Source: an optimization exercise on an open RTL-to-GDS flow (aim: small area). Production flows keep margins and buffers that such runs may drop. Where RTL was checked, it was by simulation tests only, not by an equivalence proof against the original. Power is estimated from default activity; no workload was simulated.

main:
Design mflow_top, start of the top module:
module mflow_top (
   input  logic        clk,
   input  logic        rstn,
   input  logic        start,
   input  logic [31:0] task_in_ts,
   input  logic [31:0] task_in_object,
   input  logic [2:0]  task_in_ttype,
   input  logic [63:0] task_in_args,
   output logic        done,
   output logic        idle,
   output logic [31:0] task_out_ts,
   output logic [31:0] task_out_object,
   output logic [2:0]  task_out_ttype,
   output logic [63:0] task_out_args,
   output logic        task_out_valid,
   input  logic        task_out_ready,
   output logic [31:0] mem_rd_addr,
   output logic        mem_rd_valid,
   input  logic        mem_rd_ready,
   input  logic [31:0] mem_rd_data,
   input  logic        mem_rd_resp_valid,
   output logic [31:0] mem_wr_addr,
   output logic [31:0] mem_wr_data,
   output logic        mem_wr_valid,
   input  logic        mem_wr_ready,
   output logic [31:0] undo_addr,
   output logic [31:0] undo_data,
   output logic        undo_valid,
   input  logic        undo_ready
);
==> flow/config.mk <==
export PLATFORM = sky130hd
export DESIGN_NAME = mflow_top
export DESIGN_NICKNAME = mflow_top
export VERILOG_FILES = /design/flow/design.v
export SDC_FILE = /design/flow/constraint.sdc
export NUM_CORES = 4
export LEC_CHECK = 0
export CAP_MARGIN = 20
export CORE_MARGIN = 2
export CORE_UTILIZATION = 40
export CTS_BUF_LIST = sky130_fd_sc_hd__clkbuf_8
export CTS_CLUSTER_DIAMETER = 70
export CTS_CLUSTER_SIZE = 14
export SLEW_MARGIN = 20
==> flow/constraint.sdc <==
create_clock -name core_clock -period 10.0 [get_ports {clk}]
set_input_delay 2.0000 -clock core_clock [delete_from_list [all_inputs] [get_ports {clk}]]
set_output_delay 2.0000 -clock core_clock [all_outputs]
set_load 0.01 [all_outputs]
standard.sh (not shown) runs the stock make flow with config.mk's settings and CLKGATE_MAP_FILE= SYNTH_SCRIPT=/design/flow/synth_recipe.tcl, a recipe that flattens the netlist after the stock synthesis.
==> flow/flow/run.sh <==
#!/bin/bash
set -euo pipefail
export BUFFER_PORTS_ARGS="-buffer_cell sky130_fd_sc_hd__buf_1"
bash standard.sh synth > standard_synth.log 2>&1
awk -f flow/filter_lib.awk "$FLOW_HOME/platforms/$FLOW_PLATFORM/lib/sky130_fd_sc_hd__tt_025C_1v80.lib" > restructure.lib
openroad -no_init -exit flow/restructure.tcl > restructure.log 2>&1
bash standard.sh finish > standard_finish.log 2>&1
==> flow/flow/filter_lib.awk <==
# Drop the cells the platform marks don't-use (lpflow and probe cells) from a liberty file.
/^[ \t]*cell[ \t]*\(/ {
   if ($0 ~ /sky130_fd_sc_hd__(lpflow_|probe)/) { skip = 1; depth = 0 }
}
{
   if (skip) {
      n = gsub(/\{/, "{"); m = gsub(/\}/, "}");
      depth += n - m;
      if (depth <= 0 && (n > 0 || m > 0)) { skip = 0 }
      next
   }
   print
}
==> flow/flow/restructure.tcl <==
# Remap the synthesized netlist's combinational logic for area.
set plat $::env(FLOW_HOME)/platforms/$::env(FLOW_PLATFORM)
set res orfs/results/$::env(FLOW_PLATFORM)/mflow_top/base
read_liberty $plat/lib/sky130_fd_sc_hd__tt_025C_1v80.lib
read_db $res/1_synth.odb
read_sdc $res/1_synth.sdc
set_dont_use [get_lib_cells {*/sky130_fd_sc_hd__probe_p_8 */sky130_fd_sc_hd__probec_p_8 */sky130_fd_sc_hd__lpflow_*}]
source $plat/setRC.tcl
report_design_area
file mkdir restructure_work
restructure -target area -liberty_file restructure.lib \
   -tielo_port sky130_fd_sc_hd__conb_1/LO -tiehi_port sky130_fd_sc_hd__conb_1/HI \
   -work_dir restructure_work
report_design_area
report_worst_slack
write_db $res/1_synth.odb
#### Input delta (the feature branch over main)
--- a/flow/design.v
+++ b/flow/design.v
@@ -82,16 +82,15 @@
                           S_MV   = 5'd17,   
                           S_UE   = 5'd18,   
                           S_ADD  = 5'd19,   
                           S_WE   = 5'd20,   
                           S_D1   = 5'd21,   
                           S_D2   = 5'd22,   
                           S_CH   = 5'd23,   
-                          S_FIN  = 5'd24,
-                          S_GE   = 5'd25;   
+                          S_FIN  = 5'd24;
    logic [4:0]  state, nstate;
    logic        wt;         
    logic [4:0]  ph;         
    logic        arm;        
    logic [31:0] brg, srg, krg, erg;   
    logic [31:0] r_ts;       
    logic [31:0] r_ob;       
@@ -142,17 +141,17 @@
          default: ;
       endcase
    end
    wire ocin = (ph == 5'd0) ? oc0 : dcf;
    wire osb  = ox ^ oy ^ ocin;
    wire oco  = (ox & oy) | (ox & ocin) | (oy & ocin);
    wire hbit = ((ph == 5'd2) && state[0]) || ((ph == 5'd3) && state[1]);
-   wire otop = hw ? hbit : ((state == S_D2) ? dl[0] : ((state == S_GE) ? erg[0] : osb));
+   wire otop = hw ? hbit : ((state == S_D2) ? dl[0] : osb);
    wire oshift = win && (hw || (state == S_WA) || (state == S_GW) || (state == S_SE) ||
-                         (state == S_MV) || (state == S_D1) || (state == S_GE) ||
+                         (state == S_MV) || (state == S_D1) ||
                          ((state == S_D2) && (ph < 5'd6)));
    wire vb   = r_ob[0];
    wire ds   = srg[0] ^ vb;
    wire dk   = krg[0] ^ vb;
    wire act = !nz && nes && nek;
    assign idle           = (state == S_IDLE);
    assign done           = (state == S_FIN);
@@ -184,16 +183,15 @@
             case (task_in_ttype)
                3'd1, 3'd3: nstate = S_WA;
                default:    nstate = S_FIN;
             endcase
          end
          S_WA:  if (wend) nstate = wt ? S_GW : S_RE;
          S_GW:  if (wend) nstate = S_GH;
-         S_GH:  if (resp) nstate = S_GE;
-         S_GE:  if (wend) nstate = S_CH;
+         S_GH:  if (resp) nstate = S_CH;
          S_RE:  if (resp) nstate = S_SE;
          S_SE:  if (wend) nstate = S_RF;
          S_RF:  if (resp) nstate = S_UF;
          S_UF:  if (undo_ready) nstate = S_SUB;
          S_SUB: if (wend) nstate = S_WF;
          S_WF:  if (mem_wr_ready) nstate = S_MV;
          S_MV:  if (wend) nstate = S_UE;
@@ -203,15 +201,15 @@
          S_D1:  if (wend) nstate = S_D2;
          S_D2:  if (wend) nstate = S_CH;
          S_CH:  if (task_out_ready) nstate = S_FIN;
          default: nstate = S_IDLE;
       endcase
    end
    wire chg    = (nstate != state);
-   wire dshift = win && ((state == S_HW1) || (state == S_HW2) || (state == S_HW3) || (state == S_WA) ||
+   wire dshift = win && ((state == S_HW1) || (state == S_HW2) || (state == S_HW3) ||
                          (state == S_SE) || (state == S_SUB) || (state == S_MV) ||
                          (state == S_ADD) || (state == S_D1));
    always_ff @(posedge clk) begin
       if (!rstn) begin
          state <= S_HW0;
          wt    <= 1'b0;
          arm   <= 1'b0;
@@ -227,22 +225,23 @@
          if (state == S_CH && task_out_ready) wt <= 1'b0;
       end
    end
    always_ff @(posedge clk) begin
       brg  <= {(state == S_HW1 && win) ? r_d[0] : brg[0], brg[31:1]};
       srg  <= {(state == S_HW2 && win) ? r_d[0] : srg[0], srg[31:1]};
       krg  <= {(state == S_HW3 && win) ? r_d[0] : krg[0], krg[31:1]};
-      erg  <= {((state == S_SE || state == S_WA) && win) ? r_d[0] : erg[0], erg[31:1]};
+      erg  <= {(state == S_SE && win)  ? r_d[0] : erg[0], erg[31:1]};
       if (acc) begin
          r_ts <= task_in_ts;
          r_ob <= task_in_object;
          r_x  <= task_in_args[63:32];
          r_d  <= task_in_args[31:0];
          idx  <= task_in_args[3:0];
       end
+      if (state == S_GH && rd_go) r_ob <= r_d;
       if (resp) r_d <= mem_rd_data;
       if (dshift) r_d <= {dtop, r_d[31:1]};
       if (oshift) r_ob <= {otop, r_ob[31:1]};
       if (win && ((state == S_SUB) || (state == S_ADD))) begin
          r_x <= {r_x[0], r_x[31:1]};
          dcf <= dco;
       end
--- outcome ---
[compare] base=main new=the feature branch: synthesized cell count increased by 7.3% relative to the old numbers, total inserted antenna cells increased by 1 relative to the old numbers. Critical path depth: the feature branch < main. Per the comparison of the feature branch with main, ratio of final minimum period to clock period went down 6.1 points, wire length increased by 690 um relative to the old numbers, layout multi-input combinational cell count saw an increase, mapped cell area about even, final worst setup slack rose 0.61 ns. main and the feature branch ended up with roughly the same clock latency on the worst-skew pair. The feature branch gives less proportion of cell area spent on the clock network than main did. STATUS overall power after layout: the feature branch wins against main. Vias: the feature branch more than main. Sequential share of layout area: main vs the feature branch, no meaningful difference. Across both runs, routed length on met2 was higher for the feature branch than for main.
No functional check of the RTL was part of main.


The RTL this note starts from:
==> flow/design.v <==
`timescale 1ns/1ps
package mflow_pkg;
   typedef logic [31:0] word_t;
   typedef logic [31:0] addr_t;
   typedef logic [31:0] vid_t;
   typedef logic [31:0] ts_t;
   typedef logic [2:0]  ttype_t;
   typedef struct packed {
      logic [63:0] args;
      ttype_t      ttype;
      vid_t        object;
      ts_t         ts;
   } task_t;
   typedef struct packed {
      addr_t addr;
   } rd_req_t;
   typedef struct packed {
      word_t data;
      addr_t addr;
   } wr_req_t;
   typedef struct packed {
      word_t data;    
      addr_t addr;
   } undo_entry_t;
   localparam ttype_t DISCHARGE_TASK  = 3'd0;
   localparam ttype_t GET_HEIGHT_TASK = 3'd1;
   localparam ttype_t PUSH_TASK       = 3'd2;
   localparam ttype_t RECEIVE_TASK    = 3'd3;
   localparam int VID_EXCESS_OFFSET = 0;
   localparam int VID_HEIGHT_OFFSET = 8;
   localparam int FLOW_BASE_WORD = 4;
   localparam int VERTEX_SHIFT = 6;    
endpackage
`timescale 1ns/1ps
module mflow_top (
   input  logic        clk,
   input  logic        rstn,
   input  logic        start,
   input  logic [31:0] task_in_ts,
   input  logic [31:0] task_in_object,
   input  logic [2:0]  task_in_ttype,
   input  logic [63:0] task_in_args,
   output logic        done,
   output logic        idle,
   output logic [31:0] task_out_ts,
   output logic [31:0] task_out_object,
   output logic [2:0]  task_out_ttype,
   output logic [63:0] task_out_args,
   output logic        task_out_valid,
   input  logic        task_out_ready,
   output logic [31:0] mem_rd_addr,
   output logic        mem_rd_valid,
   input  logic        mem_rd_ready,
   input  logic [31:0] mem_rd_data,
   input  logic        mem_rd_resp_valid,
   output logic [31:0] mem_wr_addr,
   output logic [31:0] mem_wr_data,
   output logic        mem_wr_valid,
   input  logic        mem_wr_ready,
   output logic [31:0] undo_addr,
   output logic [31:0] undo_data,
   output logic        undo_valid,
   input  logic        undo_ready
);
   localparam logic [4:0] S_HW0  = 5'd0,    
                          S_H0   = 5'd1,    
                          S_HW1  = 5'd2,    
                          S_H1   = 5'd3,    
                          S_HW2  = 5'd4,    
                          S_H2   = 5'd5,    
                          S_HW3  = 5'd6,    
                          S_IDLE = 5'd7,
                          S_WA   = 5'd8,    
                          S_GH   = 5'd9,    
                          S_GE   = 5'd10,   
                          S_RE   = 5'd11,   
                          S_SE   = 5'd12,   
                          S_RF   = 5'd13,   
                          S_UF   = 5'd14,   
                          S_SUB  = 5'd15,   
                          S_WF   = 5'd16,   
                          S_MV   = 5'd17,   
                          S_UE   = 5'd18,   
                          S_ADD  = 5'd19,   
                          S_WE   = 5'd20,   
                          S_D1   = 5'd21,   
                          S_D2   = 5'd22,   
                          S_CH   = 5'd23,   
                          S_FIN  = 5'd24;
   logic [4:0]  state, nstate;
   logic        wt;         
   logic [4:0]  ph;         
   logic        arm;        
   logic [31:0] brg, srg, krg, erg;   
   logic [31:0] r_ts;       
   logic [31:0] r_ob;       
   logic [31:0] r_x;        
   logic [31:0] r_d;        
   logic [3:0]  idx;
   logic [5:0]  dl;         
   logic        dcf;        
   logic        nes, nek;   
   logic        nz;         
   wire rdst = (state == S_H0) || (state == S_H1) || (state == S_H2) ||
               (state == S_GH) || (state == S_RE) || (state == S_RF);
   wire resp = mem_rd_resp_valid && wt && rdst;
   wire acc  = start && idle;
   wire win  = arm;                   
   wire wend = arm && (ph == 5'd31);  
   wire hw   = (state[4:3] == 2'b00) && !state[0] && (state != S_HW3);
   wire sub  = (state == S_SUB);
   wire xb   = r_x[0] ^ sub;
   wire dcin = (ph == 5'd0) ? sub : dcf;
   wire dsb  = r_d[0] ^ xb ^ dcin;
   wire dco  = (r_d[0] & xb) | (r_d[0] & dcin) | (xb & dcin);
   wire etop = (state == S_MV) || (state == S_D1);
   wire dtop = etop ? erg[0] : dsb;
   wire [4:0] fo = {1'b0, idx} + 5'd4;        
   logic fbit;                                
   always_comb begin
      case (ph)
         5'd2:    fbit = fo[0];
         5'd3:    fbit = fo[1];
         5'd4:    fbit = fo[2];
         5'd5:    fbit = fo[3];
         5'd6:    fbit = fo[4];
         default: fbit = 1'b0;
      endcase
   end
   logic ox, oy, oc0;
   always_comb begin
      ox  = r_ob[0];
      oy  = 1'b0;
      oc0 = 1'b0;
      case (state)
         S_WA:  begin ox = (ph >= 5'd6) ? dl[0] : (wt && ph == 5'd3); oy = brg[0]; end
         S_SE:  oy = fbit;
         S_MV:  begin oy = !fbit;   oc0 = 1'b1; end
         S_D1:  begin oy = !brg[0]; oc0 = 1'b1; end
         default: ;
      endcase
   end
   wire ocin = (ph == 5'd0) ? oc0 : dcf;
   wire osb  = ox ^ oy ^ ocin;
   wire oco  = (ox & oy) | (ox & ocin) | (oy & ocin);
   wire hbit = ((ph == 5'd2) && state[1]) || ((ph == 5'd3) && state[2]);
   wire otop = hw ? hbit : ((state == S_D2) ? dl[0] : ((state == S_GE) ? erg[0] : osb));
   wire oshift = win && (hw || (state == S_WA) || (state == S_SE) || (state == S_GE) ||
                         (state == S_MV) || (state == S_D1) ||
                         ((state == S_D2) && (ph < 5'd6)));
   wire vb   = r_ob[0];
   wire ds   = srg[0] ^ vb;
   wire dk   = krg[0] ^ vb;
   wire act = !nz && nes && nek;
   assign idle           = (state == S_IDLE);
   assign done           = (state == S_FIN);
   assign mem_rd_valid   = rdst && !wt;
   assign mem_rd_addr    = r_ob;
   assign undo_valid     = (state == S_UF) || (state == S_UE);
   assign undo_addr      = r_ob;
   assign undo_data      = r_d;
   assign mem_wr_valid   = (state == S_WF) || (state == S_WE);
   assign mem_wr_addr    = r_ob;
   assign mem_wr_data    = r_d;
   assign task_out_valid = (state == S_CH);
   assign task_out_ts     = r_ts;
   assign task_out_object = r_ob;
   assign task_out_ttype  = {1'b0, wt, 1'b0};
   assign task_out_args   = {r_x, r_d};
   wire rd_go = mem_rd_valid && mem_rd_ready;
   wire isw = (state == S_HW0) || (state == S_HW1) || (state == S_HW2) || (state == S_HW3) ||
              (state == S_WA) || (state == S_GE) || (state == S_SE) || (state == S_SUB) ||
              (state == S_MV) || (state == S_ADD) || (state == S_D1) || (state == S_D2);
   wire adv = (isw && wend) || resp || (undo_valid && undo_ready) ||
              (mem_wr_valid && mem_wr_ready) || (task_out_valid && task_out_ready) ||
              (idle && start);
   always_comb begin
      if (state == S_FIN)
         nstate = S_IDLE;
      else if (idle && start && task_in_ttype != 3'd1 && task_in_ttype != 3'd3)
         nstate = S_FIN;
      else if (state == S_WA && wend && !wt)
         nstate = S_RE;
      else if (state == S_GE && wend)
         nstate = S_CH;
      else if (state == S_WE && mem_wr_ready && !act)
         nstate = S_FIN;
      else if (adv)
         nstate = state + 5'd1;
      else
         nstate = state;
   end
   wire chg    = adv || (state == S_FIN);
   wire dshift = win && ((state == S_HW1) || (state == S_HW2) || (state == S_HW3) || (state == S_WA) ||
                         (state == S_SE) || (state == S_SUB) || (state == S_MV) ||
                         (state == S_ADD) || (state == S_D1));
   always_ff @(posedge clk) begin
      if (!rstn) begin
         state <= S_HW0;
         wt    <= 1'b0;
         arm   <= 1'b0;
         ph    <= 5'd0;
      end else begin
         state <= nstate;
         ph    <= ph + 5'd1;
         arm   <= !chg && (arm || (ph == 5'd31));
         if (acc)   wt <= (task_in_ttype == 3'd1);
         if (state == S_WA && wend) wt <= 1'b0;
         if (rd_go) wt <= 1'b1;
         if (resp)  wt <= (state == S_GH);
         if (state == S_CH && task_out_ready) wt <= 1'b0;
      end
   end
   always_ff @(posedge clk) begin
      dcf  <= ((state == S_SUB) || (state == S_ADD)) ? dco : oco;
      brg  <= {(state == S_HW1 && win) ? r_d[0] : brg[0], brg[31:1]};
      srg  <= {(state == S_HW2 && win) ? r_d[0] : srg[0], srg[31:1]};
      krg  <= {(state == S_HW3 && win) ? r_d[0] : krg[0], krg[31:1]};
      erg  <= {((state == S_SE || state == S_WA) && win) ? r_d[0] : erg[0], erg[31:1]};
      if (acc) begin
         r_ts <= task_in_ts;
         r_ob <= task_in_object;
         r_x  <= task_in_args[63:32];
         r_d  <= task_in_args[31:0];
         idx  <= task_in_args[3:0];
      end
      if (resp) r_d <= mem_rd_data;
      if (dshift) r_d <= {dtop, r_d[31:1]};
      if (oshift) r_ob <= {otop, r_ob[31:1]};
      if (win && ((state == S_SUB) || (state == S_ADD))) r_x <= {r_x[0], r_x[31:1]};
      if (win && ((state == S_WA) || ((state == S_D2) && (ph < 5'd6))))
         dl <= {r_ob[0], dl[5:1]};
      if (state == S_WA && win) begin
         nes <= (ph == 5'd0) ? ds : (nes || ds);
         nek <= (ph == 5'd0) ? dk : (nek || dk);
      end
      if (state == S_SE && win) nz <= (ph == 5'd0) ? r_d[0] : (nz || r_d[0]);
      if (state == S_ADD && wend) r_x <= r_ts;
   end
endmodule
clock: 10.0 ns
lec_check: 0
cap_margin: 0
core_margin: 2
core_utilization: 60
cts_buf_list: sky130_fd_sc_hd__clkbuf_8
cts_cluster_diameter: 70
cts_cluster_size: 14
slew_margin: 0
Scripts as last shown in full above: flow/flow/run.sh, flow/flow/filter_lib.awk, flow/flow/restructure.tcl
Next try:
--- a/flow/design.v
+++ b/flow/design.v
@@ -70,10 +70,10 @@
                           S_H2   = 5'd5,    
                           S_HW3  = 5'd6,    
                           S_IDLE = 5'd7,
                           S_WA   = 5'd8,    
-                          S_GH   = 5'd9,    
-                          S_GE   = 5'd10,   
+                          S_GW   = 5'd9,    
+                          S_GH   = 5'd10,   
                           S_RE   = 5'd11,   
                           S_SE   = 5'd12,   
                           S_RF   = 5'd13,   
                           S_UF   = 5'd14,   
@@ -132,9 +132,10 @@
       ox  = r_ob[0];
       oy  = 1'b0;
       oc0 = 1'b0;
       case (state)
-         S_WA:  begin ox = (ph >= 5'd6) ? dl[0] : (wt && ph == 5'd3); oy = brg[0]; end
+         S_WA:  begin ox = (ph >= 5'd6) && dl[0]; oy = brg[0]; end
+         S_GW:  oy = (ph == 5'd3);
          S_SE:  oy = fbit;
          S_MV:  begin oy = !fbit;   oc0 = 1'b1; end
          S_D1:  begin oy = !brg[0]; oc0 = 1'b1; end
          default: ;
@@ -143,10 +144,10 @@
    wire ocin = (ph == 5'd0) ? oc0 : dcf;
    wire osb  = ox ^ oy ^ ocin;
    wire oco  = (ox & oy) | (ox & ocin) | (oy & ocin);
    wire hbit = ((ph == 5'd2) && state[1]) || ((ph == 5'd3) && state[2]);
-   wire otop = hw ? hbit : ((state == S_D2) ? dl[0] : ((state == S_GE) ? erg[0] : osb));
-   wire oshift = win && (hw || (state == S_WA) || (state == S_SE) || (state == S_GE) ||
+   wire otop = hw ? hbit : ((state == S_D2) ? dl[0] : osb);
+   wire oshift = win && (hw || (state == S_WA) || (state == S_GW) || (state == S_SE) ||
                          (state == S_MV) || (state == S_D1) ||
                          ((state == S_D2) && (ph < 5'd6)));
    wire vb   = r_ob[0];
    wire ds   = srg[0] ^ vb;
@@ -168,9 +169,9 @@
    assign task_out_ttype  = {1'b0, wt, 1'b0};
    assign task_out_args   = {r_x, r_d};
    wire rd_go = mem_rd_valid && mem_rd_ready;
    wire isw = (state == S_HW0) || (state == S_HW1) || (state == S_HW2) || (state == S_HW3) ||
-              (state == S_WA) || (state == S_GE) || (state == S_SE) || (state == S_SUB) ||
+              (state == S_WA) || (state == S_GW) || (state == S_SE) || (state == S_SUB) ||
               (state == S_MV) || (state == S_ADD) || (state == S_D1) || (state == S_D2);
    wire adv = (isw && wend) || resp || (undo_valid && undo_ready) ||
               (mem_wr_valid && mem_wr_ready) || (task_out_valid && task_out_ready) ||
               (idle && start);
@@ -180,9 +181,9 @@
       else if (idle && start && task_in_ttype != 3'd1 && task_in_ttype != 3'd3)
          nstate = S_FIN;
       else if (state == S_WA && wend && !wt)
          nstate = S_RE;
-      else if (state == S_GE && wend)
+      else if (state == S_GH && resp)
          nstate = S_CH;
       else if (state == S_WE && mem_wr_ready && !act)
          nstate = S_FIN;
       else if (adv)
@@ -190,9 +191,9 @@
       else
          nstate = state;
    end
    wire chg    = adv || (state == S_FIN);
-   wire dshift = win && ((state == S_HW1) || (state == S_HW2) || (state == S_HW3) || (state == S_WA) ||
+   wire dshift = win && ((state == S_HW1) || (state == S_HW2) || (state == S_HW3) ||
                          (state == S_SE) || (state == S_SUB) || (state == S_MV) ||
                          (state == S_ADD) || (state == S_D1));
    always_ff @(posedge clk) begin
       if (!rstn) begin
@@ -211,24 +212,29 @@
          if (state == S_CH && task_out_ready) wt <= 1'b0;
       end
    end
    always_ff @(posedge clk) begin
-      dcf  <= ((state == S_SUB) || (state == S_ADD)) ? dco : oco;
       brg  <= {(state == S_HW1 && win) ? r_d[0] : brg[0], brg[31:1]};
       srg  <= {(state == S_HW2 && win) ? r_d[0] : srg[0], srg[31:1]};
       krg  <= {(state == S_HW3 && win) ? r_d[0] : krg[0], krg[31:1]};
-      erg  <= {((state == S_SE || state == S_WA) && win) ? r_d[0] : erg[0], erg[31:1]};
+      erg  <= {(state == S_SE && win)  ? r_d[0] : erg[0], erg[31:1]};
       if (acc) begin
          r_ts <= task_in_ts;
          r_ob <= task_in_object;
          r_x  <= task_in_args[63:32];
          r_d  <= task_in_args[31:0];
          idx  <= task_in_args[3:0];
       end
+      if (state == S_GH && rd_go) r_ob <= r_d;
       if (resp) r_d <= mem_rd_data;
       if (dshift) r_d <= {dtop, r_d[31:1]};
       if (oshift) r_ob <= {otop, r_ob[31:1]};
-      if (win && ((state == S_SUB) || (state == S_ADD))) r_x <= {r_x[0], r_x[31:1]};
+      if (win && ((state == S_SUB) || (state == S_ADD))) begin
+         r_x <= {r_x[0], r_x[31:1]};
+         dcf <= dco;
+      end
+      if (win && ((state == S_WA) || (state == S_GW) || (state == S_SE) ||
+                  (state == S_MV) || (state == S_D1))) dcf <= oco;
       if (win && ((state == S_WA) || ((state == S_D2) && (ph < 5'd6))))
          dl <= {r_ob[0], dl[5:1]};
       if (state == S_WA && win) begin
          nes <= (ph == 5'd0) ? ds : (nes || ds);
Outcome: Fmax goes up by about 1.5%. Final cell count goes up by about 4%. Cell area goes up by 2.0%. Clock skew hardly moves. Wire length goes up by about 25%. Setup slack gets better by 0.073 ns. Clock-buffer cell count is unchanged. Via count goes up by about 10%. Die area goes up by about 2%. Area after synthesis goes up by 2.2%. Sequential share of layout area goes down by 1.1 points.

[what the ideal ports hide]
Ports are ideal in the flow. The routed layouts listed here were re-timed in OpenROAD.
Step 1: set_driving_cell puts a clkbuf_16 on clk and a buf_2 on each other input, an assumption about the parent block.
Step 2 adds t to the input delays and takes it off the output delays; t is the mean of the earliest and latest rising clock arrival at the registers after step 1. Input paths then give back, and output paths get back, about the clock's delay inside the block.
a / b / c = no drivers / after step 1 / after step 2; a / b = the first two.
run | t (ns) | setup WS [ns] | worst hold slack (ns) | slew at the worst register clock pin (ns)
main | 0.593 | 4.341 / 4.301 / 4.894 | 0.317 / 0.317 / 0.317 | 0.10 / 0.10
the feature branch | 0.594 | 4.954 / 4.908 / 5.467 | 0.315 / 0.315 / 0.315 | 0.10 / 0.10
the first run of note 2 | 0.573 | 5.163 / 5.120 / 5.107 | 0.303 / 0.303 / 0.303 | 0.10 / 0.10
the second run of note 2 | 0.589 | 5.237 / 5.237 / 4.843 | 0.319 / 0.319 / 0.319 | 0.10 / 0.10
After both steps every run listed still meets setup and hold. The setup slack of the second run of note 2, which loses most, moves by 0.000 ns with the drivers and by -0.394 ns with both steps.
